This is an optimization exercise on Yosys and OpenROAD, whose aim is small area, not a production implementation.
RTL that was checked went through simulation tests only; none was proved equivalent to the original.
Function not checked in run 1: the RTL went through the layout flow alone.
No driver is modelled on the clock port, so clocking that relies on it looks cheaper here than on a real chip.
No activity file was given, so power comes from the tool's default toggle rates.

==> flow/design.v <==
module mmc_ao222n (input logic [2:0] s, input logic [2:0] d, output logic yn);
  assign yn = ~((s[0] & d[0]) | (s[1] & d[1]) | (s[2] & d[2]));
endmodule
module mmc_ao22n (input logic [1:0] s, input logic [1:0] d, output logic yn);
  assign yn = ~((s[0] & d[0]) | (s[1] & d[1]));
endmodule
module mmc_nand11 (input logic [10:0] a, output logic y);
  assign y = ~(&a);
endmodule
module mmc_mux32 (
  input  logic [31:0]      sel,
  input  logic [32*32-1:0] d,
  output logic [31:0]      y
);
  for (genvar i = 0; i < 32; i++) begin : g_bit
    logic [10:0] yn;
    for (genvar g = 0; g < 10; g++) begin : g_grp
      mmc_ao222n u_ao (.s(sel[3*g +: 3]),
                       .d({d[32*(3*g+2)+i], d[32*(3*g+1)+i], d[32*(3*g)+i]}), .yn(yn[g]));
    end
    mmc_ao22n u_ao2 (.s(sel[31:30]), .d({d[32*31+i], d[32*30+i]}), .yn(yn[10]));
    mmc_nand11 u_or (.a(yn), .y(y[i]));
  end
endmodule
module mmc_rwbit (input logic t, input logic c, input logic w, input logic wr,
                  output logic d, output logic co);
  assign co = t & c;
  assign d  = wr ? w : (t ^ c);
endmodule
module mips_multicycle_core #(
  parameter int unsigned ADDR_W   = 10,
  parameter logic [31:0] RESET_PC = 32'h0000_0000,
  parameter int unsigned CNT_W    = 32
) (
  input  logic              clk,
  input  logic              rst,
  output logic              mem_req,
  output logic              mem_we,
  output logic [ADDR_W-1:0] mem_addr,
  output logic [31:0]       mem_wdata,
  input  logic [31:0]       mem_rdata,
  input  logic              mem_ready,
  input  logic [4:0]        dbg_reg_addr,
  output logic [31:0]       dbg_reg_data,
  output logic [31:0]       pc_out,
  output logic              halted,
  output logic [CNT_W-1:0]  instr_count
);
  localparam int NS = 32;
  localparam logic [4:0] SL_PC = 5'd0;
  localparam logic [5:0] OP_RTYPE = 6'h00, OP_J = 6'h02, OP_BEQ = 6'h04;
  localparam logic [5:0] OP_ADDI  = 6'h08, OP_LW = 6'h23, OP_SW = 6'h2B;
  localparam logic [5:0] FN_ADD = 6'h20, FN_SUB = 6'h22, FN_AND = 6'h24;
  localparam logic [5:0] FN_OR  = 6'h25, FN_SLT = 6'h2A;
  typedef enum logic [3:0] {
    S_CLR, S_FETCH0, S_FETCH, S_DEC, S_SH, S_WB, S_MEM, S_PCW, S_HALT1, S_HALT2, S_HALT
  } state_t;
  state_t           state;
  logic [NS*32-1:0] ring;      
  logic [4:0]       q;         
  logic [31:0]      cr;        
  logic             cc;        
  logic [31:0]      acc;
  logic [25:0]      ir;        
  logic [2:0]       cls;       
  logic             cy;        
  logic             pcpass;    
  logic             pcinc_p, cntinc_p;
  logic [5:0] fn;
  logic [4:0] rs, rt, rd;
  logic is_r, is_j, is_beq, is_lw, is_sw, is_mem, legal;
  logic f_sub, f_and, f_or, f_slt;
  assign fn  = ir[5:0];
  assign rs  = ir[25:21];
  assign rt  = ir[20:16];
  assign rd  = ir[15:11];
  localparam logic [2:0] C_R = 3'b000, C_ADDI = 3'b001, C_LW = 3'b010, C_SW = 3'b011;
  localparam logic [2:0] C_BEQ = 3'b100, C_J = 3'b101, C_ILL = 3'b110;
  function automatic logic [2:0] classify(input logic [31:0] w);
    logic [5:0] f;
    f = w[5:0];
    case (w[31:26])
      OP_RTYPE: classify = (f == FN_ADD || f == FN_SUB || f == FN_AND || f == FN_OR ||
                            f == FN_SLT) ? C_R : C_ILL;
      OP_ADDI:  classify = C_ADDI;
      OP_LW:    classify = C_LW;
      OP_SW:    classify = C_SW;
      OP_BEQ:   classify = C_BEQ;
      OP_J:     classify = C_J;
      default:  classify = C_ILL;
    endcase
  endfunction
  assign is_r    = (cls == C_R);
  assign is_j    = (cls == C_J);
  assign is_beq  = (cls == C_BEQ);
  assign is_lw   = (cls == C_LW);
  assign is_sw   = (cls == C_SW);
  assign is_mem  = (cls[2:1] == 2'b01);
  assign f_sub   = (fn == FN_SUB);
  assign f_and   = (fn == FN_AND);
  assign f_or    = (fn == FN_OR);
  assign f_slt   = (fn == FN_SLT);
  assign legal   = (cls[2:1] != 2'b11);
  logic [4:0]    ms;        
  logic          ms_v;      
  logic [4:0]    pos;
  logic [31:0]   mm;
  always_comb begin
    ms   = SL_PC;
    ms_v = 1'b1;
    case (state)
      S_DEC:       begin ms = rs; ms_v = (rs != 5'd0); end
      S_SH, S_MEM: begin ms = rt; ms_v = (rt != 5'd0); end
      S_HALT:      begin ms = dbg_reg_addr; ms_v = (dbg_reg_addr != 5'd0); end
      S_CLR:       ms_v = 1'b0;
      default: ;
    endcase
    if (rst) ms_v = 1'b0;
  end
  assign pos = ms - q;
  logic [NS-1:0] msel;
  always_comb
    for (int j = 0; j < NS; j++) msel[j] = ms_v && (pos == 5'(j));
  mmc_mux32 u_mm (.sel(msel), .d(ring), .y(mm));
  logic [4:0] bi, k;
  logic       a, b, bx, sum, cout, res, cnext, ibit, sub_m, last;
  assign bi = q;
  assign k  = pcpass ? (bi - 5'd2) : bi;
  assign a  = acc[0];
  always_comb begin
    if (pcpass && bi < 5'd2)               ibit = 1'b0;
    else if (!is_j && k >= 5'd16)          ibit = ir[15];
    else if (k >= 5'd26)                   ibit = 1'b0;
    else                                   ibit = ir[k];
    b     = (!pcpass && (is_r || is_beq)) ? mm[bi] : ibit;
    if (pcpass && is_j) b = 1'b0;
    sub_m = !pcpass && is_r && (f_sub || f_slt);
    bx    = b ^ sub_m;
    sum   = a ^ bx ^ cy;
    cout  = (a & bx) | (a & cy) | (bx & cy);
    res   = sum;
    cnext = cout;
    if (pcpass) begin
      if (is_j) res = (bi < 5'd2) ? 1'b0 : (bi < 5'd28) ? ibit : a;
    end else if (is_beq) begin
      cnext = cy & ~(a ^ b);
      if (bi == 5'd30) cnext = cnext & ~(acc[1] ^ mm[31]);
    end else if (is_r) begin
      if (f_and)      res = a & b;
      else if (f_or)  res = a | b;
      else if (f_slt) begin
        res = 1'b0;
        if (bi == 5'd31) cnext = (a ^ b) ? a : sum;
      end
    end
  end
  assign last = (bi == 5'd31) || (!pcpass && is_beq && bi == 5'd30);
  logic [4:0]  tslot;
  logic        tskip, wr_acc, inc_pc;
  logic [31:0] wword, rin;
  logic [32:2] rc;
  always_comb begin
    if (pcpass)    begin tslot = SL_PC;        tskip = 1'b0; end
    else if (is_r) begin tslot = rd;           tskip = (rd == 5'd0); end
    else           begin tslot = rt;           tskip = (rt == 5'd0); end
  end
  assign wr_acc  = (state == S_CLR) || (state == S_WB && !tskip && q == tslot);
  assign inc_pc  = pcinc_p  && (q == SL_PC);
  assign wword   = {acc[31:1], acc[0] | (state == S_WB && !pcpass && is_r && f_slt && cy)};
  assign rin[1:0] = wr_acc ? wword[1:0] : ring[1:0];
  assign rc[2]    = inc_pc;
  for (genvar i = 2; i < 32; i++) begin : g_rin
    mmc_rwbit u_rw (.t(ring[i]), .c(rc[i]), .w(wword[i]), .wr(wr_acc), .d(rin[i]), .co(rc[i+1]));
  end
  always_ff @(posedge clk) begin
    ring <= {rin, ring[NS*32-1:32]};
  end
  logic fetch_go, at_end;
  assign fetch_go = (state == S_FETCH);
  assign at_end   = (q == 5'd31);        
  logic cin;
  assign cin = (q == 5'd0) ? cntinc_p : cc;
  always_ff @(posedge clk) begin
    if (state != S_HALT) cr <= {(state == S_CLR) ? 1'b0 : (cr[0] ^ cin), cr[31:1]};
    cc <= cr[0] & cin;
  end
  always_ff @(posedge clk) begin
    if (rst) begin
      state    <= S_CLR;
      q        <= '0;
      pcinc_p  <= 1'b0;
      cntinc_p <= 1'b0;
      acc      <= mm;             
    end else begin
      q <= q + 5'd1;
      if (inc_pc)  pcinc_p  <= 1'b0;
      if (q == 5'd0) cntinc_p <= 1'b0;
      case (state)
        S_CLR: if (at_end) state <= S_FETCH0;
        S_FETCH0: if (!pcinc_p && !cntinc_p) begin
          acc   <= mm;
          state <= S_FETCH;
        end
        S_FETCH: if (mem_ready) begin
          ir      <= mem_rdata[25:0];
          cls     <= classify(mem_rdata);
          pcinc_p <= 1'b1;
          state   <= S_DEC;
        end
        S_DEC: begin
          if (!legal) state <= S_HALT1;
          else if (is_j) begin
            cntinc_p <= 1'b1;
            state    <= S_PCW;
          end else begin
            acc    <= mm;
            cy     <= (is_r && (f_sub || f_slt)) || is_beq;
            pcpass <= 1'b0;
            if (at_end) begin
              cntinc_p <= 1'b1;
              state    <= S_SH;
            end
          end
        end
        S_PCW: if (!pcinc_p) begin
          acc    <= mm;
          cy     <= 1'b0;
          pcpass <= 1'b1;
          if (at_end) state <= S_SH;
        end
        S_SH: begin
          acc <= {res, acc[31:1]};
          cy  <= cnext;
          if (last) begin
            if (pcpass)      state <= S_WB;
            else if (is_mem) state <= S_MEM;
            else if (is_beq) state <= cnext ? S_PCW : S_FETCH0;
            else             state <= S_WB;
          end
        end
        S_WB: if (tskip || q == tslot) state <= S_FETCH0;
        S_MEM: if (mem_ready) begin
          if (is_lw) begin
            acc   <= mem_rdata;
            state <= S_WB;
          end else state <= S_FETCH0;
        end
        S_HALT1: if (!pcinc_p) begin
          acc   <= mm;
          state <= S_HALT2;
        end
        S_HALT2: if (q == 5'd31) state <= S_HALT;
        default: ;
      endcase
    end
  end
  assign mem_req      = fetch_go || (state == S_MEM);
  assign mem_we       = (state == S_MEM) && is_sw;
  assign mem_addr     = acc[ADDR_W+1:2];
  assign mem_wdata    = mm;
  assign dbg_reg_data = mm;
  assign pc_out       = acc;
  assign halted       = (state == S_HALT);
  assign instr_count  = CNT_W'(cr);
endmodule
==> flow/flow/run.sh <==
#!/bin/bash
set -e
export BUFFER_PORTS_ARGS="-buffer_cell sky130_fd_sc_hd__buf_1"
export CTS_ARGS="-sink_clustering_enable -repair_clock_nets -dont_use_dummy_load -sink_clustering_size 18 -sink_clustering_max_diameter 60 -buf_list sky130_fd_sc_hd__clkbuf_8"
bash standard.sh cts > standard_cts.log 2>&1
openroad -no_init -exit flow/resize.tcl > resize.log 2>&1
bash standard.sh > standard_finish.log 2>&1
==> flow/flow/downsize.tcl <==
# Replace each gate by the smallest-area variant of the same cell family (same function,
# other drive strength) that keeps the setup slack above a margin and adds no slew or
# capacitance violation.
proc ds_area {m} { return [expr {[$m getWidth] * [$m getHeight] / 1e6}] }
proc downsize_all {margin} {
  set db [ord::get_db]
  set block [ord::get_db_block]
  set n 0
  set saved 0.0
  set base_slew [sta::max_slew_violation_count]
  set base_cap [sta::max_capacitance_violation_count]
  foreach inst [$block getInsts] {
    set m [$inst getMaster]
    set ref [$m getName]
    if {![regexp {^(sky130_fd_sc_hd__[a-z0-9]+)_([0-9]+)$} $ref -> base drv]} { continue }
    if {[regexp {df|dl|clk|tap|fill|decap|conb|probe|lpflow} $ref]} { continue }
    if {[$inst isFixed]} { continue }
    set iname [$inst getName]
    set a0 [ds_area $m]
    # candidates of this family with a smaller area, smallest first
    set cands {}
    foreach d {0 1 2 3 4 6 8 12 16} {
      if {$d == $drv} { continue }
      set cm [$db findMaster "${base}_$d"]
      if {$cm eq "NULL" || $cm eq ""} { continue }
      if {[ds_area $cm] >= $a0} { continue }
      if {[get_lib_cells -quiet "*/${base}_$d"] eq ""} { continue }
      lappend cands [list [ds_area $cm] "${base}_$d"]
    }
    foreach c [lsort -real -index 0 $cands] {
      set cname [lindex $c 1]
      replace_cell [get_cells $iname] [get_lib_cells "*/$cname"]
      if {[sta::worst_slack_cmd max] < $margin ||
          [sta::max_slew_violation_count] > $base_slew ||
          [sta::max_capacitance_violation_count] > $base_cap} {
        replace_cell [get_cells $iname] [get_lib_cells "*/$ref"]
      } else {
        incr n
        set saved [expr {$saved + $a0 - [lindex $c 0]}]
        break
      }
    }
  }
  puts "downsized $n instances, saved $saved um2"
}
==> flow/flow/resize.tcl <==
# Runs after clock tree synthesis: downsize gates with slack, then legalize the placement.
set pdir $::env(FLOW_HOME)/platforms/sky130hd
set rdir orfs/results/sky130hd/mips_multicycle_core/base
read_liberty $pdir/lib/sky130_fd_sc_hd__tt_025C_1v80.lib
read_db $rdir/4_cts.odb
read_sdc $rdir/4_cts.sdc
source $pdir/setRC.tcl
set_propagated_clock [all_clocks]
estimate_parasitics -placement
report_design_area
report_worst_slack -max
source flow/downsize.tcl
downsize_all 0.5e-9
detailed_placement
check_placement -verbose
estimate_parasitics -placement
report_design_area
report_worst_slack -max
report_worst_slack -min
puts "slew violations [sta::max_slew_violation_count] cap violations [sta::max_capacitance_violation_count]"
write_db $rdir/4_cts.odb
==> flow/standard.sh <==
#!/bin/bash
# synth_recipe.tcl (not shown) runs the flow's synth.tcl, then flattens the netlist and writes it again
# the make line also repeats each setting of config.mk as NAME=value (left out here)
make -C /OpenROAD-flow-scripts/flow DESIGN_CONFIG=/design/flow/config.mk WORK_HOME=/design/flow/orfs CLKGATE_MAP_FILE= SYNTH_SCRIPT=/design/flow/synth_recipe.tcl "${@:-finish}"
==> flow/config.mk <==
export PLATFORM = sky130hd
export DESIGN_NAME = mips_multicycle_core
export DESIGN_NICKNAME = mips_multicycle_core
export VERILOG_FILES = /design/flow/design.v
export SDC_FILE = /design/flow/constraint.sdc
export NUM_CORES = 4
export LEC_CHECK = 0
export CAP_MARGIN = 20
export CORE_MARGIN = 2
export CORE_UTILIZATION = 65
export CTS_BUF_LIST = sky130_fd_sc_hd__clkbuf_8
export CTS_CLUSTER_DIAMETER = 60
export CTS_CLUSTER_SIZE = 14
export PLACE_DENSITY = 0.75
export SLEW_MARGIN = 20
export SYNTH_HIERARCHICAL = 1
export SYNTH_MINIMUM_KEEP_SIZE = 0
==> flow/constraint.sdc <==
create_clock -name core_clock -period 10.0 [get_ports {clk}]
set_input_delay 2.0000 -clock core_clock [delete_from_list [all_inputs] [get_ports {clk}]]
set_output_delay 2.0000 -clock core_clock [all_outputs]
set_load 0.01 [all_outputs]
==> flow_summary.ini, run 1 <==
[status]
outcome = timing/DRC/antenna clean

[timing]
fmax_mhz = 103.6
holdWs_ps = 332.1
tightestPinTransition_ps = 1232
rsz0062_at_grt = false
final-setup-viol-count = 0
finalWorstSetupSlack_ps = 347.0
slew_viol_final = 0
period_share_pct = 96.53
skew_ps = 87.32
layout_min_cycle_time_ps = 9653
final_hold_viol_count = 0
relSlewSlack_pct = 17.87
setup_tns_ps = 0

[cells_and_area]
num-nets-final = 2544
instances_no_fill = 3124
final_common_cell = dfxtp_1
area_growth_pct = 6.980
most-common-layout-cells = dfxtp_1, a222oi_1, buf_1
drive_gt1_share_pct = 6.634

[global_route]
grt_util_all_layers_pct = 37.74
grt_use_met3_pct = 8.819
grt_remaining_overflow = 0
grt_pass1_wl_um = 141400
grt_max_degree = 53
grt_pass1_vias = 21480
use_met2_pct = 57.98
use_met1_pct = 50.72
grt_antenna_before_repair = 2
grt-busiest-layer = met2

[cts]
clk_pin_slew_worst_paths_ps = 100
cts.sink_count = 1131
post_cts_buffers = 0
clk_latency_ps = 710
cts_inserted_buffers = 74
htree_levels = 3
clockBufferDepth = 3
cts_tree = yes
cts_root_buffer = clkbuf_8
ctsHoldBuffers = 0
post_cts_resized = 0

[route]
vias = 21910
ant_nets = 0
route.detailed.drc = 0
first_pass_iters = 10
drt_iter0_drc = 3925
routed_wl_um = 97990
via_per_inst = 7.014
routedWlPerCell_um = 31.37

[run]
max_cap_viol_count = 0

[synth]
synth_top_area_cell = dfxtp_1
synth.avg_cell_area_um2 = 14.61
syn-num-nets = 2309
syn_area_mm2 = 0.03250
synth_cell_type_count = 78
netlist_instances = 2224
synth-xor-area-share_pct = 0.5390
yosysWarnings = 7
synthFlopType = dfxtp_1
synth-edff-count = 95
synth_mux_area_share_pct = 2.987
synth_area_leaders = dfxtp_1, a222oi_1, edfxtp_1
synthArstFlopShare_pct = 0
ys_ff_latch = 1131
synth_compound_area_share_pct = 14.62
ys_seq_area_share_pct = 72.59
synth_simple_gate_area_share_pct = 5.763
synth_top_family_by_area = compound AO/OA/AOI/OAI gates
yosysTopAreaCellShare_pct = 63.81
synthAdderAreaFrac_pct = 1.809

[critical_path]
slowest_delay_ps = 790
reg2reg_slack_ps = 350
crit_path_end_kind = flop
cp-start-kind = flop
reg2reg_from = state[3]
required_ps = 10520
crit_arrival_ps = 10170
critical-path-slowest-cell = dfxtp_1
worstSetupPathType = reg -> reg
crit_fanout = 21
r2r_end = cy
crit_top_cell = buf_1
rr_worst_depth = 30

[power]
power_density_mw_per_mm2 = 276.3
seqPwrFrac_pct = 74.3
peakVddDrop_mv = 0.2116
leakagePower_nw = 13.17
finalPower_mw = 9.608
clockPowerShare_pct = 20.6
switchingPower_mw = 2.540
p_int_mw = 7.068
comb_power_share_pct = 5.1
switching_share_pct = 26.44

[placed_design]
dp_slack_ps = 440.8
place.gp.congestion = 0.9375
dp_hpwl_um = 64080
dp_cells = 3042
io_buffers = 180

[floorplan]
ios = 181
die_w_um = 227.6
die_h_um = 227.6
core_mm2 = 0.04915
initial_core_util_pct = 66.12
die-area_mm2 = 0.05181
core.rowCount = 81

[min_path]
min_path_type = reg -> reg
min_from = ring[890]
holdPathStages = 0
min_to = ring[858]
through the flow:
step                instance area [µm²]  utilization [%]
floorplan                         32500                -
detailed placement                34510            70.22
global placement                  34120            69.41
finish                            34770            70.74
global route                      34760            70.73
CTS                               35530            72.29
per-layer routing:
metal	vias to the layer above	share of wire, %
met1	10910	39
met3	263	11
met5	-	0
li1	9265	-
met2	1474	45
met4	0	4.7
how the worst max path moves through the flow:
stage,startpoint,to,slack (ps),depth (start not counted)
after detailed placement,dbg_reg_addr[0],cy,440,28
after global routing,state[3],cy,40,30
after global placement,dbg_reg_addr[0],cy,540,27
final,state[3],cy,350,30
after floorplan,dbg_reg_addr[0],acc[31],1270,24
after CTS,dbg_reg_addr[0],cy,1130,28
power groups by stage:
stage                     combinational (mW)  sequential, mW  clock, mW
after floorplan                        0.365            6.84          0
after global routing                   0.519            7.27       2.13
final                                  0.491            7.14       1.98
after CTS                              0.552            7.10       1.97
after global placement                 0.538            7.10          0
after detailed placement               0.549            7.18          0
Yosys stat by module (local to each module, per instance), a selection:
module | copies in the design | flops+latches | cells
mips_multicycle_core | 1 | 1131 | 1684
mmc_rwbit | 30 | 0 | 2
mmc_ao22n | 32 | 0 | 1
mmc_nand11 | 32 | 0 | 4
mmc_ao222n | 320 | 0 | 1
layout make-up:
type	instances	area [µm²]
antenna	3	7.507
clock buffer	74	1018
fill	3416	14380
inverter	15	56.30
multi-input combinational	993	8204
sequential	1131	23590
tap	664	830.8
timing repair buffer	244	1059
flip-flops by register name, indices dropped and copies added, names as in the netlist:
name      flops
pcinc_p       1
ir           26
cls           3
cc            1
ring       1024
q             5
acc          32
pcpass        1
cntinc_p      1
cr           32
cy            1
state         4
synthesized netlist by cell type, drive strengths merged, types with 7 or more instances:
| master | count |
|---|---|
| a21oi | 13 |
| or3 | 40 |
| a22oi | 67 |
| nand3 | 46 |
| dfxtp | 1036 |
| nand4 | 69 |
| edfxtp | 95 |
| xnor2 | 17 |
| nand2b | 11 |
| nor2b | 14 |
| mux2i | 13 |
| a222oi | 320 |
| mux4 | 14 |
| a211oi | 7 |
| nor3 | 20 |
| o21ai | 50 |
| nand2 | 56 |
| nor2 | 58 |
| mux2 | 35 |
| ha | 43 |
| clkbuf | 35 |
| buf | 50 |
| inv | 14 |
worst max-delay path, delay by kind of cell (launching register included):
family | cells | cell delay [ps]
XOR/XNOR | 2 | 500
AND/OR/NAND/NOR | 8 | 2080
multiplexers | 2 | 1130
flip-flops | 1 | 790
adder cells (fa/ha/maj) | 2 | 750
buffers and inverters | 4 | 1550
AO/OA/AOI/OAI | 12 | 2680
kinds of logic (layout without fill, tap and decap cells):
group                    Yosys count  in the layout
adder cells (fa/ha/maj)           46             46
flip-flops                      1131           1131
XOR/XNOR                          20             20
other                              0              3
AND/OR/NAND/NOR                  347            347
multiplexers                      62             62
AO/OA/AOI/OAI                    518            518
buffers and inverters            100            333
==> run 2: changes to the inputs <==
--- a/flow/design.v
+++ b/flow/design.v
@@ -26,6 +26,10 @@
                   output logic d, output logic co);
   assign co = t & c;
   assign d  = wr ? w : (t ^ c);
+endmodule
+module mmc_accsel (input logic [2:0] s, input logic m, input logic r, input logic n,
+                   output logic y);
+  assign y = (s[0] & m) | (s[1] & r) | (s[2] & n);
 endmodule
 module mips_multicycle_core #(
   parameter int unsigned ADDR_W   = 10,
@@ -60,47 +64,31 @@
   logic [4:0]       q;         
   logic [31:0]      cr;        
   logic             cc;        
-  logic [31:0]      acc;
-  logic [25:0]      ir;        
-  logic [2:0]       cls;       
+  logic [31:0]      acc, ir;
   logic             cy;        
   logic             pcpass;    
   logic             pcinc_p, cntinc_p;
-  logic [5:0] fn;
+  logic [5:0] opc, fn;
   logic [4:0] rs, rt, rd;
   logic is_r, is_j, is_beq, is_lw, is_sw, is_mem, legal;
   logic f_sub, f_and, f_or, f_slt;
+  assign opc = ir[31:26];
   assign fn  = ir[5:0];
   assign rs  = ir[25:21];
   assign rt  = ir[20:16];
   assign rd  = ir[15:11];
-  localparam logic [2:0] C_R = 3'b000, C_ADDI = 3'b001, C_LW = 3'b010, C_SW = 3'b011;
-  localparam logic [2:0] C_BEQ = 3'b100, C_J = 3'b101, C_ILL = 3'b110;
-  function automatic logic [2:0] classify(input logic [31:0] w);
-    logic [5:0] f;
-    f = w[5:0];
-    case (w[31:26])
-      OP_RTYPE: classify = (f == FN_ADD || f == FN_SUB || f == FN_AND || f == FN_OR ||
-                            f == FN_SLT) ? C_R : C_ILL;
-      OP_ADDI:  classify = C_ADDI;
-      OP_LW:    classify = C_LW;
-      OP_SW:    classify = C_SW;
-      OP_BEQ:   classify = C_BEQ;
-      OP_J:     classify = C_J;
-      default:  classify = C_ILL;
-    endcase
-  endfunction
-  assign is_r    = (cls == C_R);
-  assign is_j    = (cls == C_J);
-  assign is_beq  = (cls == C_BEQ);
-  assign is_lw   = (cls == C_LW);
-  assign is_sw   = (cls == C_SW);
-  assign is_mem  = (cls[2:1] == 2'b01);
+  assign is_r    = (opc == OP_RTYPE);
+  assign is_j    = (opc == OP_J);
+  assign is_beq  = (opc == OP_BEQ);
+  assign is_lw   = (opc == OP_LW);
+  assign is_sw   = (opc == OP_SW);
+  assign is_mem  = is_lw | is_sw;
   assign f_sub   = (fn == FN_SUB);
   assign f_and   = (fn == FN_AND);
   assign f_or    = (fn == FN_OR);
   assign f_slt   = (fn == FN_SLT);
-  assign legal   = (cls[2:1] != 2'b11);
+  assign legal   = (is_r & ((fn == FN_ADD) | f_sub | f_and | f_or | f_slt)) |
+                   is_j | is_beq | (opc == OP_ADDI) | is_lw | is_sw;
   logic [4:0]    ms;        
   logic          ms_v;      
   logic [4:0]    pos;
@@ -130,7 +118,6 @@
   always_comb begin
     if (pcpass && bi < 5'd2)               ibit = 1'b0;
     else if (!is_j && k >= 5'd16)          ibit = ir[15];
-    else if (k >= 5'd26)                   ibit = 1'b0;
     else                                   ibit = ir[k];
     b     = (!pcpass && (is_r || is_beq)) ? mm[bi] : ibit;
     if (pcpass && is_j) b = 1'b0;
@@ -190,20 +177,15 @@
       q        <= '0;
       pcinc_p  <= 1'b0;
       cntinc_p <= 1'b0;
-      acc      <= mm;             
     end else begin
       q <= q + 5'd1;
       if (inc_pc)  pcinc_p  <= 1'b0;
       if (q == 5'd0) cntinc_p <= 1'b0;
       case (state)
         S_CLR: if (at_end) state <= S_FETCH0;
-        S_FETCH0: if (!pcinc_p && !cntinc_p) begin
-          acc   <= mm;
-          state <= S_FETCH;
-        end
+        S_FETCH0: if (!pcinc_p && !cntinc_p) state <= S_FETCH;
         S_FETCH: if (mem_ready) begin
-          ir      <= mem_rdata[25:0];
-          cls     <= classify(mem_rdata);
+          ir      <= mem_rdata;
           pcinc_p <= 1'b1;
           state   <= S_DEC;
         end
@@ -213,7 +195,6 @@
             cntinc_p <= 1'b1;
             state    <= S_PCW;
           end else begin
-            acc    <= mm;
             cy     <= (is_r && (f_sub || f_slt)) || is_beq;
             pcpass <= 1'b0;
             if (at_end) begin
@@ -223,13 +204,11 @@
           end
         end
         S_PCW: if (!pcinc_p) begin
-          acc    <= mm;
           cy     <= 1'b0;
           pcpass <= 1'b1;
           if (at_end) state <= S_SH;
         end
         S_SH: begin
-          acc <= {res, acc[31:1]};
           cy  <= cnext;
           if (last) begin
             if (pcpass)      state <= S_WB;
@@ -240,20 +219,38 @@
         end
         S_WB: if (tskip || q == tslot) state <= S_FETCH0;
         S_MEM: if (mem_ready) begin
-          if (is_lw) begin
-            acc   <= mem_rdata;
-            state <= S_WB;
-          end else state <= S_FETCH0;
-        end
-        S_HALT1: if (!pcinc_p) begin
-          acc   <= mm;
-          state <= S_HALT2;
-        end
+          if (is_lw) state <= S_WB;
+          else state <= S_FETCH0;
+        end
+        S_HALT1: if (!pcinc_p) state <= S_HALT2;
         S_HALT2: if (q == 5'd31) state <= S_HALT;
         default: ;
       endcase
     end
   end
+  logic        acc_mm, acc_mem, acc_sh;
+  logic [31:0] acc_nx;
+  always_comb begin
+    acc_mm  = 1'b0;
+    acc_mem = 1'b0;
+    acc_sh  = 1'b0;
+    if (rst) acc_mm = 1'b1;
+    else case (state)
+      S_FETCH0: acc_mm = !pcinc_p && !cntinc_p;
+      S_DEC:    acc_mm = legal && !is_j;
+      S_PCW:    acc_mm = !pcinc_p;
+      S_HALT1:  acc_mm = !pcinc_p;
+      S_SH:     acc_sh = 1'b1;
+      S_MEM:    acc_mem = mem_ready && is_lw;
+      default: ;
+    endcase
+  end
+  for (genvar i = 0; i < 32; i++) begin : g_acc
+    mmc_accsel u_sel (.s({acc_sh, acc_mem, acc_mm}), .m(mm[i]), .r(mem_rdata[i]),
+                      .n((i == 31) ? res : acc[(i + 1) % 32]), .y(acc_nx[i]));
+  end
+  always_ff @(posedge clk)
+    if (acc_mm || acc_mem || acc_sh) acc <= acc_nx;
   assign mem_req      = fetch_go || (state == S_MEM);
   assign mem_we       = (state == S_MEM) && is_sw;
   assign mem_addr     = acc[ADDR_W+1:2];
==> flow/flow/run.sh (replaced) <==
#!/bin/bash
set -e
export BUFFER_PORTS_ARGS="-buffer_cell sky130_fd_sc_hd__buf_1"
export CTS_ARGS="-sink_clustering_enable -repair_clock_nets -dont_use_dummy_load -sink_clustering_size 34 -sink_clustering_max_diameter 60 -buf_list sky130_fd_sc_hd__clkbuf_16"
bash standard.sh cts > standard_cts.log 2>&1
openroad -no_init -exit flow/resize.tcl > resize.log 2>&1
bash standard.sh > standard_finish.log 2>&1
==> run 2 against run 1 <==
Net effect:
- global-route usage is 0.12 points lower
- largest power group unchanged
- die area fell by 0.91%
- cell count is 2.5% lower
- synthesized cell count down 3.1%
- sequential power is 3.4% lower
- first-iteration DRC count up 7.8%
- wire length shrank 0.66%
- clock skew is 22 ps lower
- clock-buffer cell count decreased by 25
==> flow_summary.ini, run 2 <==
[critical_path]
crit_top_cell = a222oi_1
slowest_delay_ps = 990
crit_path_end_kind = flop
crit_arrival_ps = 9640
worstSetupPathType = in -> reg
crit_family = simple AND/OR/NAND/NOR gates
cp-start-kind = primary input
required_ps = 10330
critical-path-slowest-cell = nor2_2
crit_fanout = 19
crit_buf_inv = 4

[power]
power_density_mw_per_mm2 = 276.3
peakVddDrop_mv = 0.2090
leakagePower_nw = 13.62

[cts]
post_cts_resized = 0
ctsHoldBuffers = 0
cts_inserted_buffers = 49
clockBufferDepth = 3
cts_root_buffer = clkbuf_16
cts_tree = yes
cts.sink_count = 1134
htree_levels = 2
clk_latency_ps = 640
clk_pin_slew_worst_paths_ps = 110
post_cts_buffers = 0

[placed_design]
dp_slack_ps = 901.0
place.gp.congestion = 1.000
dp_hpwl_um = 62060
io_buffers = 180

[global_route]
grt_remaining_overflow = 0
grt_pass1_vias = 21010
grt_util_all_layers_pct = 37.62
grt_antenna_before_repair = 6
grt_pass1_wl_um = 138800
grt_max_degree = 35

[timing]
period_share_pct = 93.16
finalWorstSetupSlack_ps = 684.2
final-setup-viol-count = 0
relSlewSlack_pct = 15.96
layout_min_cycle_time_ps = 9316
slew_viol_final = 0
rsz0062_at_grt = false
setup_tns_ps = 0
final_hold_viol_count = 0
fmax_mhz = 107.3
tightestPinTransition_ps = 1259
skew_ps = 65.05

[route]
vias = 21480
ant_nets = 0
route.detailed.drc = 0
drt_iter0_drc = 4231
via_per_inst = 7.052
routedWlPerCell_um = 31.96
routed_wl_um = 97340
first_pass_iters = 8

[cells_and_area]
top_register = ring
nFillCells = 3400
final_common_cell = dfxtp_1
drive_gt1_share_pct = 6.342
num-nets-final = 2468
most-common-layout-cells = dfxtp_1, a222oi_1, buf_1
area_growth_pct = 7.717
largest_reg_flops = 1024

[synth]
netlist_instances = 2155
syn_area_mm2 = 0.03220
yosysTopAreaCellShare_pct = 64.41
ys_seq_area_share_pct = 73.55
synth-edff-count = 98
synth_top_area_cell = dfxtp_1
post-synth-top-count-cell = dfxtp_1
netlist_top_cells_count = dfxtp_1, a222oi_1, edfxtp_1
syn-num-nets = 2240
synthFlopType = dfxtp_1
synth_area_leaders = dfxtp_1, a222oi_1, edfxtp_1
yosysWarnings = 7
synth_cell_type_count = 67
ys_ff_latch = 1134
synthArstFlopShare_pct = 0
synth.avg_cell_area_um2 = 14.94

[floorplan]
die_h_um = 226.6
core_mm2 = 0.04895
ios = 181
die_w_um = 226.6
core.rowCount = 81
initial_core_util_pct = 65.78
die-area_mm2 = 0.05133

[status]
outcome = timing/DRC/antenna clean

[min_path]
min_path_type = reg -> reg

[run]
max_cap_viol_count = 0
run 2: cell count changes after synthesis, sizes merged, moves of 9 or more:
cell    change
a222oi     +36
a22oi      -35
inv        +35
o21ai      -29
nand2      -27
clkbuf     -20
nor2       +11
nor3        -9
run 2: logic make-up after synthesis:
| group | share of synthesized area [%] |
|---|---|
| mux | 3.085 |
| fa+ha+maj | 1.795 |
| buf+inv | 1.904 |
| compound gates | 14.03 |
| simple gates | 5.125 |
| flops | 73.55 |
| xor+xnor | 0.5130 |
run 2: cell type report:
type | count | area, µm² | area share [%]
Sequential cell | 1134 | 23680 | 68.28
Inverter | 49 | 183.9 | 0.5303
Multi-Input combinational cell | 907 | 7700 | 22.20
Timing Repair Buffer | 242 | 1059 | 3.052
Antenna cell | 1 | 2.502 | 0.007215
Clock buffer | 49 | 1226 | 3.535
Tap cell | 664 | 830.8 | 2.395
run 2: worst paths after layout:
path                   start        end  slack [ps]  cells after the start
min reg2reg        ring[868]  ring[836]         300                      0
max          dbg_reg_addr[0]    acc[31]         680                     27
max reg2reg         state[0]    acc[31]         730                     28
min                ring[868]  ring[836]         300                      0
run 2: routing by layer:
layer  part of all wire [%]  GRT usage (%)
met1                     38          51.34
met5                  0.035              0
met4                    4.9          19.02
met3                     13          8.242
met2                     44          56.99
run 2: where the power goes:
part           leakage, nW  switching (mW)  internal [mW]
Combinational         3.31           0.324          0.193
Clock                0.604            1.28          0.879
Sequential            9.70           0.833           6.07
Total                 13.6            2.44           7.14
run 2: Yosys stat by module (local to each module, per instance), excerpt:
| module | area [µm²] | flops+latches |
|---|---|---|
| mmc_nand11 | 23.77 | 0 |
| mmc_rwbit | 27.53 | 0 |
| mmc_ao22n | 12.51 | 0 |
| mmc_ao222n | 10.01 | 0 |
| mips_multicycle_core | 26570 | 1134 |
| mmc_accsel | 13.76 | 0 |
run 2: through the flow:
| stage | hold slack [ps] | utilization, % | cells | cell area [µm²] | total power [mW] |
|---|---|---|---|---|---|
| finish | 298.3 | 70.86 | 3046 | 34680 | 9.583 |
| global route | 300.0 | 70.86 | 3046 | 34680 | 9.893 |
| CTS | 298.4 | 72.27 | 3037 | 35380 | 9.612 |
| detailed placement | 334.8 | 69.77 | 2988 | 34150 | 7.508 |
| global placement | 332.4 | 69.77 | 2988 | 34150 | 7.428 |
| floorplan | 329.8 | - | 2155 | 32200 | 7.016 |
==> run 3: changes to the inputs <==
==> flow/flow/run.sh (replaced) <==
#!/bin/bash
set -e
export BUFFER_PORTS_ARGS="-buffer_cell sky130_fd_sc_hd__buf_1"
export CTS_ARGS="-sink_clustering_enable -repair_clock_nets -dont_use_dummy_load -sink_clustering_size 28 -sink_clustering_max_diameter 60 -buf_list sky130_fd_sc_hd__clkbuf_16"
bash standard.sh cts > standard_cts.log 2>&1
openroad -no_init -exit flow/resize.tcl > resize.log 2>&1
bash standard.sh > standard_finish.log 2>&1
==> run 3 against run 2 <==
Net effect:
- sequential share of layout area decreased by 0.13 points
- still clean on timing, DRC and antenna
- sequential cell count is the same
- critical endpoint unchanged
- synthesized cell count did not move
- clock skew fell by 1.4 ps
- total power increased by 0.56%
- setup slack improved by 77 ps
- cell area rose by 0.18%
==> flow_summary.ini, run 3 <==
[status]
outcome = timing/DRC/antenna clean

[cts]
ctsHoldBuffers = 0
cts_tree = yes
htree_levels = 2
clk_latency_ps = 640
cts.sink_count = 1134
cts_root_buffer = clkbuf_16
cts_inserted_buffers = 52
post_cts_resized = 0
clockBufferDepth = 3
post_cts_buffers = 0
clk_pin_slew_worst_paths_ps = 80

[timing]
final-setup-viol-count = 0
layout_min_cycle_time_ps = 9238
tightestPinTransition_ps = 1242
period_share_pct = 92.38
rsz0062_at_grt = false
slew_viol_final = 0
relSlewSlack_pct = 17.18
setup_tns_ps = 0
final_hold_viol_count = 0
fmax_mhz = 108.2
skew_ps = 63.67
holdWs_ps = 305.6

[synth]
synth-edff-count = 98
yosysWarnings = 7
synth_cell_type_count = 67
post-synth-top-count-cell = dfxtp_1
ys_seq_area_share_pct = 73.55
syn-num-nets = 2240
synth.avg_cell_area_um2 = 14.94
syn_area_mm2 = 0.03220
synth_top_area_cell = dfxtp_1
synthFlopType = dfxtp_1
netlist_top_cells_count = dfxtp_1, a222oi_1, edfxtp_1
ys_ff_latch = 1134
yosysTopAreaCellShare_pct = 64.41
netlist_instances = 2155
synth_area_leaders = dfxtp_1, a222oi_1, edfxtp_1
synthArstFlopShare_pct = 0

[global_route]
grt_pass1_wl_um = 138800
grt_remaining_overflow = 0
grt_antenna_before_repair = 5
grt_util_all_layers_pct = 37.63
grt_max_degree = 34
grt_pass1_vias = 21030

[route]
routed_wl_um = 97350
top_layer_used = met5
route.detailed.drc = 0
via_per_inst = 7.057
wl_met2_um = 43470
vias = 21520
ant_nets = 0
drt_iter0_drc = 4345
first_pass_iters = 7
routedWlPerCell_um = 31.93
wl_met3_um = 12360
wl_met1_um = 37120

[cells_and_area]
instances_no_fill = 3049
nFillCells = 3383
top_register = ring
most-common-layout-cells = dfxtp_1, a222oi_1, buf_1
area_growth_pct = 7.915
drive_gt1_share_pct = 6.462
final_common_cell = dfxtp_1
num-nets-final = 2470
largest_reg_flops = 1024
final_util_pct = 70.99

[placed_design]
dp_hpwl_um = 62060
io_buffers = 180
dp_cells = 2988
place.gp.congestion = 1.000

[min_path]
min_path_type = reg -> reg

[floorplan]
die-area_mm2 = 0.05133
ios = 181
die_w_um = 226.6
core.rowCount = 81
core_mm2 = 0.04895
initial_core_util_pct = 65.78
die_h_um = 226.6

[power]
power_density_mw_per_mm2 = 277.3
finalPower_mw = 9.637
peakVddDrop_mv = 0.1930
leakagePower_nw = 13.65

[critical_path]
crit_arrival_ps = 9560
cp-start-kind = primary input
crit_path_end_kind = flop
required_ps = 10320
worstSetupPathType = in -> reg
crit_fanout = 23

[run]
max_cap_viol_count = 0
==> run 3: worst max-delay path, stage by stage <==
cell	delay (ps)
buf_1	160
a222oi_1	350
ha_1	200
inv_1	70
fa_1	440
a21o_1	210
a21oi_1	160
xnor2_1	190
xor2_1	370
nand2_1	270
nor2_2	700
buf_2	900
a222oi_1	300
nand4_1	150
or3_1	440
mux4_2	380
mux2i_1	80
mux4_2	480
nor2_1	100
a31oi_1	80
mux2i_1	170
fa_1	550
a21oi_1	50
o31ai_1	260
o21ai_0	130
a222oi_1	280
inv_1	70
==> run 3: logic make-up (layout without fill, tap and decap cells) <==
| logic type | after synthesis | after routing | synth area share (%) |
|---|---|---|---|
| buf+inv | 114 | 342 | 1.904 |
| simple gates | 308 | 308 | 5.125 |
| compound gates | 471 | 471 | 14.03 |
| mux | 65 | 65 | 3.085 |
| other cells | 0 | 2 | 0 |
| flops | 1134 | 1134 | 73.55 |
| xor+xnor | 18 | 18 | 0.5130 |
| fa+ha+maj | 45 | 45 | 1.795 |
==> run 3: area by class of cell <==
type / instances / area (µm²) / share of cell area (%)
tap: 664 / 830.8 / 2.391
multi-input combinational: 907 / 7700 / 22.16
timing repair buffer: 241 / 1045 / 3.007
sequential: 1134 / 23680 / 68.15
inverter: 49 / 183.9 / 0.5293
antenna: 2 / 5.005 / 0.01440
clock buffer: 52 / 1301 / 3.745
==> run 3: worst paths after layout <==
path         slack, ps            start   endpoint  depth (start not counted)
max                760  dbg_reg_addr[0]    acc[31]                         27
min                310        ring[484]  ring[452]                          0
max reg2reg        930         state[0]    acc[31]                         28
min reg2reg        310        ring[484]  ring[452]                          0
==> run 3: per-layer routing <==
layer | global-route usage [%] | vias to the layer above
met3 | 8.436 | 296
met4 | 17.02 | 2
met1 | 51.53 | 10590
met2 | 57.60 | 1608
met5 | 0 | -
li1 | - | 9019
==> run 3: report_power, final <==
part,internal (mW),switching (mW)
clock,0.929,1.29
combinational,0.194,0.323
sequential,6.07,0.828
==> run 3: metrics by stage <==
step           instance area [µm²]  setup WS [ps]
6_report                     34750          761.6
5_1_grt                      34750          459.1
4_1_cts                      35450           1521
3_5_place_dp                 34150          901.0
3_3_place_gp                 34150          980.9
2_1_floorplan                32200           1164
==> run 3: Yosys stat by module, one instance, submodules excluded, excerpt <==
| module | copies in the design | cell area [µm²] | cells | flip-flops and latches |
|---|---|---|---|---|
| mmc_ao22n | 32 | 12.51 | 1 | 0 |
| mmc_rwbit | 30 | 27.53 | 2 | 0 |
| mmc_accsel | 32 | 13.76 | 2 | 0 |
| mmc_ao222n | 320 | 10.01 | 1 | 0 |
| mmc_nand11 | 32 | 23.77 | 4 | 0 |
| mips_multicycle_core | 1 | 26570 | 1551 | 1134 |
==> run 4: changes to the inputs <==
==> flow/flow/run.sh (replaced) <==
#!/bin/bash
set -e
export BUFFER_PORTS_ARGS="-buffer_cell sky130_fd_sc_hd__buf_1"
export CTS_ARGS="-sink_clustering_enable -repair_clock_nets -dont_use_dummy_load -sink_clustering_size 18 -sink_clustering_max_diameter 130 -buf_list sky130_fd_sc_hd__clkbuf_8"
bash standard.sh cts > standard_cts.log 2>&1
openroad -no_init -exit flow/resize.tcl > resize.log 2>&1
bash standard.sh > standard_finish.log 2>&1
==> run 4 against run 3 <==
Net effect:
- clock-buffer cell count is 20 higher
- core utilization is 0.66 points lower
- die area stayed put
- fmax is 0.75% lower
- hold slack better by 9.9 ps
- clock skew is 6.6 ps lower
- cell count is 0.66% higher
- synthesized cell count stayed put
- synthesized area stayed put
- sequential share of layout area is 0.64 points higher
- register-to-register slack worse by 220 ps
- critical endpoint is now mem_wdata[31]
==> flow_summary.ini, run 4 <==
[status]
outcome = timing/DRC/antenna clean

[critical_path]
r2r_end = acc[31]
crit_path_end_kind = output port
crit_fanout = 22
rr_worst_depth = 28
reg2reg_from = state[0]
required_ps = 8000
crit_arrival_ps = 7310
reg2reg_slack_ps = 710
cp-start-kind = flop
worstSetupPathType = reg -> out

[synth]
synth_top_area_cell = dfxtp_1
synth_area_leaders = dfxtp_1, a222oi_1, edfxtp_1
syn-num-nets = 2240
ys_seq_area_share_pct = 73.55
post-synth-top-count-cell = dfxtp_1
ys_ff_latch = 1134
synth-edff-count = 98
yosysTopAreaCellShare_pct = 64.41
syn_area_mm2 = 0.03220
synthAdderAreaFrac_pct = 1.795
synth_mux_area_share_pct = 3.085
synth_top_family_by_area = compound AO/OA/AOI/OAI gates
synth_simple_gate_area_share_pct = 5.125
synth_cell_type_count = 67
yosysWarnings = 7
synth.avg_cell_area_um2 = 14.94
synthArstFlopShare_pct = 0
netlist_instances = 2155
synthFlopType = dfxtp_1
synth_compound_area_share_pct = 14.03
synth-xor-area-share_pct = 0.5129
netlist_top_cells_count = dfxtp_1, a222oi_1, edfxtp_1

[power]
switchingPower_mw = 2.439
clockPowerShare_pct = 20.7
power_density_mw_per_mm2 = 271.8
leakagePower_nw = 13.51
peakVddDrop_mv = 0.2085
seqPwrFrac_pct = 73.7
p_int_mw = 6.916
switching_share_pct = 26.07
comb_power_share_pct = 5.5

[global_route]
grt_pass1_vias = 21140
grt_max_degree = 34
grt_util_all_layers_pct = 37.77
grt_antenna_before_repair = 8
grt_pass1_wl_um = 139100
grt_remaining_overflow = 0

[route]
routedWlPerCell_um = 31.76
first_pass_iters = 9
vias = 21680
drt_iter0_drc = 4398
routed_wl_um = 97480
route.detailed.drc = 0
ant_nets = 0
via_per_inst = 7.064

[cts]
post_cts_resized = 0
clk_pin_slew_worst_paths_ps = 110
htree_levels = 3
clk_latency_ps = 710
post_cts_buffers = 0
cts_inserted_buffers = 72
cts_root_buffer = clkbuf_8
clockBufferDepth = 3
cts_tree = yes
cts.sink_count = 1134
ctsHoldBuffers = 0

[run]
max_cap_viol_count = 0

[floorplan]
ios = 181
die-area_mm2 = 0.05133
die_w_um = 226.6
initial_core_util_pct = 65.78
core_mm2 = 0.04895
die_h_um = 226.6
core.rowCount = 81

[timing]
finalWorstSetupSlack_ps = 691.7
layout_min_cycle_time_ps = 9308
period_share_pct = 93.08
relSlewSlack_pct = 17.94
skew_ps = 57.07
final_hold_viol_count = 0
fmax_mhz = 107.4
final-setup-viol-count = 0
rsz0062_at_grt = false
slew_viol_final = 0
setup_tns_ps = 0
tightestPinTransition_ps = 1231

[min_path]
min_path_type = reg -> reg
min_from = ring[748]
min_to = ring[716]
holdPathStages = 0

[placed_design]
io_buffers = 180
place.gp.congestion = 1.000
dp_hpwl_um = 62060
dp_slack_ps = 901.0

[cells_and_area]
num-nets-final = 2488
final_common_cell = dfxtp_1
drive_gt1_share_pct = 7.164
largest_reg_flops = 1024
area_growth_pct = 6.913
most-common-layout-cells = dfxtp_1, a222oi_1, buf_1
seq_area_mm2 = 0.02368
top_register = ring
nFillCells = 3414
multiInputGateArea_mm2 = 0.007705
[run 4: cell type report]
cell class / count / area share [%]
well taps: 664 / 2.413
inverters: 49 / 0.5343
repair buffers: 239 / 2.969
diodes: 4 / 0.02908
flip-flops and latches: 1134 / 68.79
multi-input cells: 907 / 22.38
clock buffers: 72 / 2.879
[run 4: layer usage]
layer | global-route usage [%] | up-vias | share of wire [%]
met5 | 0 | - | 0.024
met4 | 17.00 | 4 | 4.9
met3 | 9.239 | 291 | 13
met2 | 57.64 | 1667 | 44
met1 | 51.37 | 10670 | 38
li1 | - | 9044 | -
[run 4: cells by family (layout without fill, tap and decap cells)]
logic type	Yosys count	in the layout
flops	1134	1134
compound gates	471	471
simple gates	308	308
buf+inv	114	360
mux	65	65
fa+ha+maj	45	45
xor+xnor	18	18
other cells	0	4
[run 4: worst max-delay path: stages (launching register included)]
cell	delay, ps
dfxtp_1	760
inv_1	290
nor3_1	830
a222oi_1	200
ha_1	250
inv_1	110
fa_1	270
a21o_1	140
a21oi_1	70
xnor2_1	240
xor2_1	380
nand2_1	230
nor2_2	840
buf_2	880
a222oi_1	280
nand4_1	150
or3_1	460
buf_1	210
[run 4: power groups by stage]
| stage | clock network, mW | registers (mW) | logic, mW |
|---|---|---|---|
| final | 1.94 | 6.90 | 0.518 |
| after global routing | 2.10 | 7.02 | 0.541 |
| after CTS | 1.95 | 6.87 | 0.565 |
| after detailed placement | 0 | 6.95 | 0.561 |
| after global placement | 0 | 6.87 | 0.558 |
| after floorplan | 0 | 6.66 | 0.355 |
[run 4: how the worst max path moves through the flow]
| stage | end | from | slack [ps] |
|---|---|---|---|
| after global routing | acc[31] | state[0] | 440 |
| after global placement | acc[31] | dbg_reg_addr[0] | 980 |
| after floorplan | acc[31] | dbg_reg_addr[0] | 1160 |
| after detailed placement | acc[31] | dbg_reg_addr[0] | 900 |
| after CTS | mem_wdata[31] | dbg_reg_addr[0] | 1570 |
| final | mem_wdata[31] | state[0] | 690 |
[run 4: Yosys stat by module, one instance, submodules excluded, excerpt]
module | flip-flops and latches | times used
mmc_ao22n | 0 | 32
mmc_accsel | 0 | 32
mmc_nand11 | 0 | 32
mips_multicycle_core | 1134 | 1
mmc_rwbit | 0 | 30
mmc_ao222n | 0 | 320
[run 4: stage by stage]
step	cells	power (mW)	cell area, µm²	hold WS, ps	util (%)
2_1_floorplan	2155	7.016	32200	329.8	-
3_3_place_gp	2988	7.428	34150	332.4	69.77
3_5_place_dp	2988	7.508	34150	334.8	69.77
4_1_cts	3060	9.385	35140	320.7	71.79
5_1_grt	3068	9.668	34420	327.4	70.32
6_report	3069	9.355	34430	315.5	70.33
==> run 5: changes to the inputs <==
==> flow/flow/run.sh (replaced) <==
#!/bin/bash
set -e
export BUFFER_PORTS_ARGS="-buffer_cell sky130_fd_sc_hd__buf_1"
export CTS_ARGS="-sink_clustering_enable -repair_clock_nets -dont_use_dummy_load -sink_clustering_size 18 -sink_clustering_max_diameter 60 -buf_list sky130_fd_sc_hd__clkbuf_8"
bash standard.sh cts > standard_cts.log 2>&1
openroad -no_init -exit flow/resize.tcl > resize.log 2>&1
bash standard.sh > standard_finish.log 2>&1
==> run 5 against run 4 <==
Net effect:
- clock-buffer cell count rose by 2
- setup slack gained 52 ps
- via count fell by 0.65%
- cell count about the same
- hold slack about the same
- die area unchanged
- clock skew is 30 ps higher
- non-clock buffer count rose by 2
- wire length is 0.13% lower
- synthesized cell count is the same
- global-route usage hardly changed
- clock power hardly changed
- largest power group unchanged
==> flow_summary.ini, run 5 <==
[route]
ant_nets = 0
routedWlPerCell_um = 31.69
wl_met2_um = 43250
routed_wl_um = 97350
route.detailed.drc = 0
top_layer_used = met5
vias = 21540
wl_met1_um = 37050
first_pass_iters = 10
drt_iter0_drc = 4244
via_per_inst = 7.011
wl_met3_um = 12400

[global_route]
grt_pass1_vias = 21040
grt_remaining_overflow = 0
grt_antenna_before_repair = 7
grt_max_degree = 34
grt_util_all_layers_pct = 37.76
grt_pass1_wl_um = 138800

[cells_and_area]
final_common_cell = dfxtp_1
most-common-layout-cells = dfxtp_1, a222oi_1, buf_1
final_area_mm2 = 0.03447
final_util_pct = 70.42
num-nets-final = 2492
drive_gt1_share_pct = 7.318
largest_reg_flops = 1024
area_growth_pct = 7.057
top_register = ring

[synth]
synth.avg_cell_area_um2 = 14.94
yosysTopAreaCellShare_pct = 64.41
synthFlopType = dfxtp_1
synth_top_family_by_area = compound AO/OA/AOI/OAI gates
synth-edff-count = 98
ys_seq_area_share_pct = 73.55
synthAdderAreaFrac_pct = 1.795
synth_top_area_cell = dfxtp_1
syn_area_mm2 = 0.03220
synth_compound_area_share_pct = 14.03
synth_mux_area_share_pct = 3.085
synth-xor-area-share_pct = 0.5129
netlist_top_cells_count = dfxtp_1, a222oi_1, edfxtp_1
synthArstFlopShare_pct = 0
synth_simple_gate_area_share_pct = 5.125
ys_ff_latch = 1134
synth_cell_type_count = 67
yosysWarnings = 7
netlist_instances = 2155
synth_area_leaders = dfxtp_1, a222oi_1, edfxtp_1
post-synth-top-count-cell = dfxtp_1
syn-num-nets = 2240

[placed_design]
place_area_mm2 = 0.03415
io_buffers = 180
dp_hpwl_um = 62060
place.gp.congestion = 1.000

[timing]
rsz0062_at_grt = false
fmax_mhz = 108.0
layout_min_cycle_time_ps = 9257
tightestPinTransition_ps = 1275
slew_viol_final = 0
final_hold_viol_count = 0
period_share_pct = 92.57
setup_tns_ps = 0
relSlewSlack_pct = 14.89
final-setup-viol-count = 0
skew_ps = 86.82

[min_path]
min_path_type = reg -> reg

[run]
max_cap_viol_count = 0

[power]
power_density_mw_per_mm2 = 271.7
comb_power_share_pct = 5.5
seqPwrFrac_pct = 73.6
clockPowerShare_pct = 20.9
peakVddDrop_mv = 0.2064
finalPower_mw = 9.364
switching_share_pct = 25.96
p_int_mw = 6.934
switchingPower_mw = 2.431
leakagePower_nw = 13.54

[floorplan]
core.rowCount = 81
ios = 181
die_h_um = 226.6
core_mm2 = 0.04895
die-area_mm2 = 0.05133
die_w_um = 226.6
initial_core_util_pct = 65.78

[critical_path]
crit_family = simple AND/OR/NAND/NOR gates
worstSetupPathType = reg -> reg
cp-start-kind = flop
crit_path_end_kind = flop
crit_fanout = 22
required_ps = 10380
crit_buf_inv = 4
critical-path-slowest-cell = buf_2
crit_arrival_ps = 9630
slowest_delay_ps = 880

[cts]
cts.sink_count = 1134
clk_latency_ps = 720
post_cts_resized = 0
htree_levels = 3
cts_inserted_buffers = 74
cts_root_buffer = clkbuf_8
ctsHoldBuffers = 0
cts_tree = yes
post_cts_buffers = 0
clk_pin_slew_worst_paths_ps = 100
clockBufferDepth = 3

[status]
outcome = timing/DRC/antenna clean
## run 5: cell counts after synthesis
Identical to the previous run, type by type.
## run 5: kinds of logic (layout without fill, tap and decap cells)
group | Yosys count | after routing
compound gates | 471 | 471
xor+xnor | 18 | 18
fa+ha+maj | 45 | 45
buf+inv | 114 | 364
flops | 1134 | 1134
mux | 65 | 65
other cells | 0 | 3
simple gates | 308 | 308
## run 5: routing by layer
layer / track usage [%] / vias to the layer above
li1: - / 9047
met1: 51.70 / 10610
met2: 57.28 / 1590
met3: 8.669 / 287
met4: 17.87 / 6
met5: 0 / -
## run 5: final cells by class
cell class	instances	area, µm²
Antenna cell	3	7.507
Sequential cell	1134	23680
Clock buffer	74	1018
Timing Repair Buffer	241	1049
Multi-Input combinational cell	907	7700
Inverter	49	183.9
Fill cell	3419	14480
Tap cell	664	830.8
## run 5: modules after synthesis, one instance, submodules excluded, excerpt
module	flip-flops and latches	cells inside	area (µm²)	copies in the design
mips_multicycle_core	1134	1551	26570	1
mmc_rwbit	0	2	27.53	30
mmc_nand11	0	4	23.77	32
mmc_accsel	0	2	13.76	32
mmc_ao22n	0	1	12.51	32
mmc_ao222n	0	1	10.01	320
## run 5: power by group through the flow
stage,clock network [mW],registers [mW],logic [mW]
after floorplan,0,6.66,0.355
after global placement,0,6.87,0.558
after detailed placement,0,6.95,0.561
after CTS,1.97,6.87,0.565
after global routing,2.13,7.02,0.540
final,1.96,6.89,0.513
## run 5: metrics by stage
stage	hold slack, ps	cells	setup WS, ps
after floorplan	329.8	2155	1164
after global placement	332.4	2988	980.9
after detailed placement	334.8	2988	901.0
after CTS	312.9	3062	1567
after global routing	313.0	3071	436.1
final	315.4	3072	743.3
## run 5: worst paths after layout
path | slack (ps) | to | depth (start not counted) | startpoint
worst max-delay path | 740 | acc[31] | 28 | state[0]
worst min-delay path | 320 | ring[452] | 0 | ring[484]
worst max register to register | 740 | acc[31] | 28 | state[0]
worst min register to register | 320 | ring[452] | 0 | ring[484]
==> run 6: changes to the inputs <==
==> flow/flow/run.sh (replaced) <==
#!/bin/bash
set -e
export BUFFER_PORTS_ARGS="-buffer_cell sky130_fd_sc_hd__buf_1"
export CTS_ARGS="-sink_clustering_enable -repair_clock_nets -dont_use_dummy_load -sink_clustering_size 18 -sink_clustering_max_diameter 90 -buf_list sky130_fd_sc_hd__clkbuf_8"
bash standard.sh cts > standard_cts.log 2>&1
openroad -no_init -exit flow/resize.tcl > resize.log 2>&1
bash standard.sh > standard_finish.log 2>&1
==> run 6 against run 5 <==
Net effect:
- still clean on timing, DRC and antenna
- core utilization shrank 0.095 points
- via count grew 0.65%
- critical path depth shrank 11
==> flow_summary.ini, run 6 <==
[synth]
post-synth-top-count-cell = dfxtp_1
synth_cell_type_count = 67
synthArstFlopShare_pct = 0
syn-num-nets = 2240
synth_top_area_cell = dfxtp_1
synth-edff-count = 98
synth_area_leaders = dfxtp_1, a222oi_1, edfxtp_1
ys_ff_latch = 1134
yosysWarnings = 7
synthFlopType = dfxtp_1
yosysTopAreaCellShare_pct = 64.41
syn_area_mm2 = 0.03220
netlist_instances = 2155
synth.avg_cell_area_um2 = 14.94
netlist_top_cells_count = dfxtp_1, a222oi_1, edfxtp_1
ys_seq_area_share_pct = 73.55

[status]
outcome = timing/DRC/antenna clean

[floorplan]
die_w_um = 226.6
core_mm2 = 0.04895
die-area_mm2 = 0.05133
die_h_um = 226.6
ios = 181
core.rowCount = 81
initial_core_util_pct = 65.78

[timing]
final-setup-viol-count = 0
slew_viol_final = 0
holdWs_ps = 315.5
tightestPinTransition_ps = 1231
skew_ps = 57.07
setup_tns_ps = 0
period_share_pct = 93.08
fmax_mhz = 107.4
final_hold_viol_count = 0
layout_min_cycle_time_ps = 9308
rsz0062_at_grt = false
relSlewSlack_pct = 17.94

[critical_path]
required_ps = 8000
cp-start-kind = flop
crit_arrival_ps = 7310
crit_path_end_kind = output port
critical-path-slowest-cell = buf_2
crit_start = state[0]
worstSetupPathType = reg -> out
slowest_delay_ps = 880
r2r_end = acc[31]
critPathCapture = mem_wdata[31]
crit_family = simple AND/OR/NAND/NOR gates
rr_worst_depth = 28
reg2reg_from = state[0]
crit_fanout = 22
path_depth = 17
crit_buf_inv = 4
reg2reg_slack_ps = 710
worstPathCellList = inv_1 -> nor3_1 -> a222oi_1 -> ha_1 -> inv_1 -> fa_1 -> a21o_1 -> a21oi_1 -> xnor2_1 -> xor2_1 -> nand2_1 -> nor2_2 -> buf_2 -> a222oi_1 -> nand4_1 -> or3_1 -> buf_1

[cts]
clockBufferDepth = 3
htree_levels = 3
post_cts_resized = 0
clk_latency_ps = 710
post_cts_buffers = 0
cts_root_buffer = clkbuf_8
clk_pin_slew_worst_paths_ps = 110
cts_inserted_buffers = 72
ctsHoldBuffers = 0
cts.sink_count = 1134
cts_tree = yes

[route]
routed_wl_um = 97480
ant_nets = 0
first_pass_iters = 9
routedWlPerCell_um = 31.76
vias = 21680
drt_iter0_drc = 4398
via_per_inst = 7.064
route.detailed.drc = 0

[global_route]
grt_remaining_overflow = 0
grt_pass1_wl_um = 139100
grt_antenna_before_repair = 8
grt_util_all_layers_pct = 37.77
grt_max_degree = 34
grt_pass1_vias = 21140

[power]
comb_power_share_pct = 5.5
switchingPower_mw = 2.439
p_int_mw = 6.916
switching_share_pct = 26.07
power_density_mw_per_mm2 = 271.8
clockPowerShare_pct = 20.7
peakVddDrop_mv = 0.2085
leakagePower_nw = 13.51
seqPwrFrac_pct = 73.7

[cells_and_area]
num-nets-final = 2488
nFillCells = 3414
drive_gt1_share_pct = 7.164
instances_no_fill = 3069
top_register = ring
largest_reg_flops = 1024
final_common_cell = dfxtp_1
most-common-layout-cells = dfxtp_1, a222oi_1, buf_1
area_growth_pct = 6.913
final_area_mm2 = 0.03443

[placed_design]
place_area_mm2 = 0.03415
dp_cells = 2988
place.gp.congestion = 1.000
dp_hpwl_um = 62060
io_buffers = 180

[run]
max_cap_viol_count = 0

[min_path]
min_path_type = reg -> reg
holdPathStages = 0
min_from = ring[748]
## run 6: cell count changes in the layout (fill, tap and decap cells not counted), sizes merged
cell,previous run,this run
clkbuf,87,85
buf,228,226
diode,3,4
## run 6: Yosys stat by module (local to each module, per instance), a selection
module,flops+latches,times used
mips_multicycle_core,1134,1
mmc_rwbit,0,30
mmc_nand11,0,32
mmc_accsel,0,32
mmc_ao22n,0,32
mmc_ao222n,0,320
## run 6: power by group through the flow
stage	combinational, mW	sequential (mW)	clock [mW]
2_1_floorplan	0.355	6.66	0
3_3_place_gp	0.558	6.87	0
3_5_place_dp	0.561	6.95	0
4_1_cts	0.565	6.87	1.95
5_1_grt	0.541	7.02	2.10
6_report	0.518	6.90	1.94
## run 6: cells by family after synthesis
| group | count (synthesis) | synth area share, % |
|---|---|---|
| DFF | 1134 | 73.55 |
| AOI/OAI and AO/OA | 471 | 14.03 |
| muxes | 65 | 3.085 |
| adders and majority gates | 45 | 1.795 |
| buffers and inverters | 114 | 1.904 |
| xor gates and xnor gates | 18 | 0.5130 |
| and+or+nand+nor | 308 | 5.125 |
## run 6: worst min-delay path by stage
stage / end / slack, ps
after global routing: ring[709] / 330
after floorplan: ring[160] / 330
after detailed placement: ring[886] / 330
after global placement: ring[856] / 330
final: ring[716] / 320
after CTS: ring[716] / 320
## run 6: area by class of cell
cell class / count / area [µm²] / share of cell area [%]
flip-flops and latches: 1134 / 23680 / 68.79
inverters: 49 / 183.9 / 0.5343
repair buffers: 239 / 1022 / 2.969
multi-input cells: 907 / 7705 / 22.38
clock buffers: 72 / 991.0 / 2.879
diodes: 4 / 10.01 / 0.02908
well taps: 664 / 830.8 / 2.413
## run 6: through the flow
stage / setup WS [ps] / utilization (%) / power (mW)
floorplan: 1164 / - / 7.016
global placement: 980.9 / 69.77 / 7.428
detailed placement: 901.0 / 69.77 / 7.508
CTS: 1569 / 71.79 / 9.385
global route: 438.7 / 70.32 / 9.668
finish: 691.7 / 70.33 / 9.355
## run 6: worst register-to-register path, delay by kind of cell, from the launching register on
| kind | cells | cell delay [ps] |
|---|---|---|
| AND/OR/NAND/NOR | 6 | 2610 |
| AO/OA/AOI/OAI | 9 | 1520 |
| buffers and inverters | 4 | 1380 |
| multiplexers | 4 | 1120 |
| adder cells (fa/ha/maj) | 3 | 1070 |
| flip-flops | 1 | 760 |
| XOR/XNOR | 2 | 620 |
## run 6: metal layers
layer | vias up | GRT usage (%) | share of wire (%)
li1 | 9044 | - | -
met1 | 10670 | 51.37 | 38
met2 | 1667 | 57.64 | 44
met3 | 291 | 9.239 | 13
met4 | 4 | 17.00 | 4.9
met5 | - | 0 | 0.024
==> run 7: changes to the inputs <==
==> flow/config.mk (replaced) <==
export PLATFORM = sky130hd
export DESIGN_NAME = mips_multicycle_core
export DESIGN_NICKNAME = mips_multicycle_core
export VERILOG_FILES = /design/flow/design.v
export SDC_FILE = /design/flow/constraint.sdc
export NUM_CORES = 4
export LEC_CHECK = 0
export CAP_MARGIN = 12
export CORE_MARGIN = 2
export CORE_UTILIZATION = 65
export PLACE_DENSITY = 0.75
export SLEW_MARGIN = 12
export SYNTH_HIERARCHICAL = 1
export SYNTH_MINIMUM_KEEP_SIZE = 0
==> run 7 against run 6 <==
Net effect:
- still clean on timing, DRC and antenna
- sequential power is essentially flat
- hold slack worse by 4.2 ps
- critical path depth unchanged
- first-iteration DRC count is 0.50% lower
- core utilization fell by 0.10 points
- combinational power down 3%
- largest power group unchanged
- highest routed layer unchanged
==> flow_summary.ini, run 7 <==
[cells_and_area]
instances_no_fill = 3067
num-nets-final = 2487
most-common-layout-cells = dfxtp_1, a222oi_1, buf_1
final_area_mm2 = 0.03438
top_register = ring
area_growth_pct = 6.761
final_util_pct = 70.23
drive_gt1_share_pct = 6.833
final_common_cell = dfxtp_1
largest_reg_flops = 1024

[floorplan]
core.rowCount = 81
die-area_mm2 = 0.05133
ios = 181
die_w_um = 226.6
initial_core_util_pct = 65.78
die_h_um = 226.6
core_mm2 = 0.04895

[cts]
cts_inserted_buffers = 72
ctsHoldBuffers = 0
clk_pin_slew_worst_paths_ps = 110
post_cts_resized = 0
post_cts_buffers = 0
clockBufferDepth = 3
clk_latency_ps = 720
cts_tree = yes
cts.sink_count = 1134
cts_root_buffer = clkbuf_8
htree_levels = 3

[timing]
slew_viol_final = 0
relSlewSlack_pct = 7.477
setup_tns_ps = 0
final-setup-viol-count = 0
rsz0062_at_grt = false
holdWs_ps = 311.3
period_share_pct = 95.66
tightestPinTransition_ps = 1388
layout_min_cycle_time_ps = 9566
fmax_mhz = 104.5
final_hold_viol_count = 0
skew_ps = 63.08
finalWorstSetupSlack_ps = 433.9

[synth]
syn_area_mm2 = 0.03220
netlist_instances = 2155
synth_cell_type_count = 67
synthArstFlopShare_pct = 0
ys_seq_area_share_pct = 73.55
synthFlopType = dfxtp_1
synth.avg_cell_area_um2 = 14.94
netlist_top_cells_count = dfxtp_1, a222oi_1, edfxtp_1
post-synth-top-count-cell = dfxtp_1
synth-edff-count = 98
yosysTopAreaCellShare_pct = 64.41
ys_ff_latch = 1134
yosysWarnings = 7
synth_top_area_cell = dfxtp_1
synth_area_leaders = dfxtp_1, a222oi_1, edfxtp_1
syn-num-nets = 2240

[global_route]
grt_pass1_wl_um = 139100
grt_antenna_before_repair = 8
grt_remaining_overflow = 0
grt_max_degree = 34
grt_util_all_layers_pct = 37.77
grt_pass1_vias = 21140

[critical_path]
required_ps = 8000
crit_arrival_ps = 7570
crit_path_end_kind = output port
worstSetupPathType = reg -> out
cp-start-kind = flop
crit_fanout = 23
rr_worst_depth = 28

[run]
max_cap_viol_count = 0

[route]
routedWlPerCell_um = 31.82
drt_iter0_drc = 4376
ant_nets = 0
first_pass_iters = 9
routed_wl_um = 97590
vias = 21690
route.detailed.drc = 0
via_per_inst = 7.073

[status]
outcome = timing/DRC/antenna clean

[power]
finalPower_mw = 9.349
power_density_mw_per_mm2 = 271.9
leakagePower_nw = 13.50
peakVddDrop_mv = 0.2088

[placed_design]
io_buffers = 180
dp_slack_ps = 901.0
dp_hpwl_um = 62060
place_area_mm2 = 0.03415
dp_cells = 2988
place.gp.congestion = 1.000

[min_path]
holdPathStages = 0
min_path_type = reg -> reg
## run 7: cell count changes in the layout (fill, tap and decap cells not counted), sizes merged
cell / before / now
clkbuf: 85 / 82
diode: 4 / 3
buf: 226 / 228
## run 7: cell type report
type | count | area (µm²)
sequential | 1134 | 23680
fill | 3415 | 14570
tap | 664 | 830.8
clock buffer | 72 | 991.0
antenna | 3 | 7.507
multi-input combinational | 907 | 7674
inverter | 49 | 183.9
timing repair buffer | 238 | 1007
## run 7: logic make-up after synthesis
logic type	Yosys count	synth area share, %
multiplexers	65	3.085
buffers and inverters	114	1.904
adder cells (fa/ha/maj)	45	1.795
AO/OA/AOI/OAI	471	14.03
XOR/XNOR	18	0.5130
flip-flops	1134	73.55
AND/OR/NAND/NOR	308	5.125
## run 7: routing by layer
layer  track usage (%)  routed length [µm]  vias to the layer above
met4             17.00                4618                        4
met3             9.239               13190                      296
li1                  -                   -                     9040
met5                 0                  23                        -
met1             51.37               36650                    10650
met2             57.64               43110                     1704
## run 7: where the power goes
group,internal (mW),total (mW),switching [mW]
Clock,0.652,1.95,1.29
Combinational,0.186,0.505,0.320
Sequential,6.07,6.90,0.827
## run 7: path summary, 6_finish.rpt
| kind | from | end | slack [ps] |
|---|---|---|---|
| worst max-delay path | state[0] | mem_wdata[31] | 430 |
| worst min-delay path | ring[748] | ring[716] | 310 |
| worst max register to register | state[0] | state[2] | 480 |
| worst min register to register | ring[748] | ring[716] | 310 |
## run 7: per-module statistics from Yosys, one instance, submodules excluded, a selection
module | cell area [µm²] | flip-flops and latches | cells
mmc_rwbit | 27.53 | 0 | 2
mmc_accsel | 13.76 | 0 | 2
mips_multicycle_core | 26570 | 1134 | 1551
mmc_ao22n | 12.51 | 0 | 1
mmc_ao222n | 10.01 | 0 | 1
mmc_nand11 | 23.77 | 0 | 4
## run 7: worst max-delay path: stages (launching register included)
cell and delay [ps]:
dfxtp_1 750, inv_1 270, nor3_1 830, a222oi_1 200, ha_1 250, inv_1 110, fa_1 290, a21o_1 150
a21oi_1 70, xnor2_1 240, xor2_1 380, nand2_1 230, nor2_1 1070, buf_2 920, a222oi_1 300, nand4_1 150
or3_1 440, buf_1 200

Setup slack of run 7, layout unchanged: 0.434 ns with ideal ports, 0.373 ns with driving cells assumed (clock clkbuf_16, inputs buf_2), -0.210 ns with port delays also shifted by the 0.748 ns mid clock arrival.
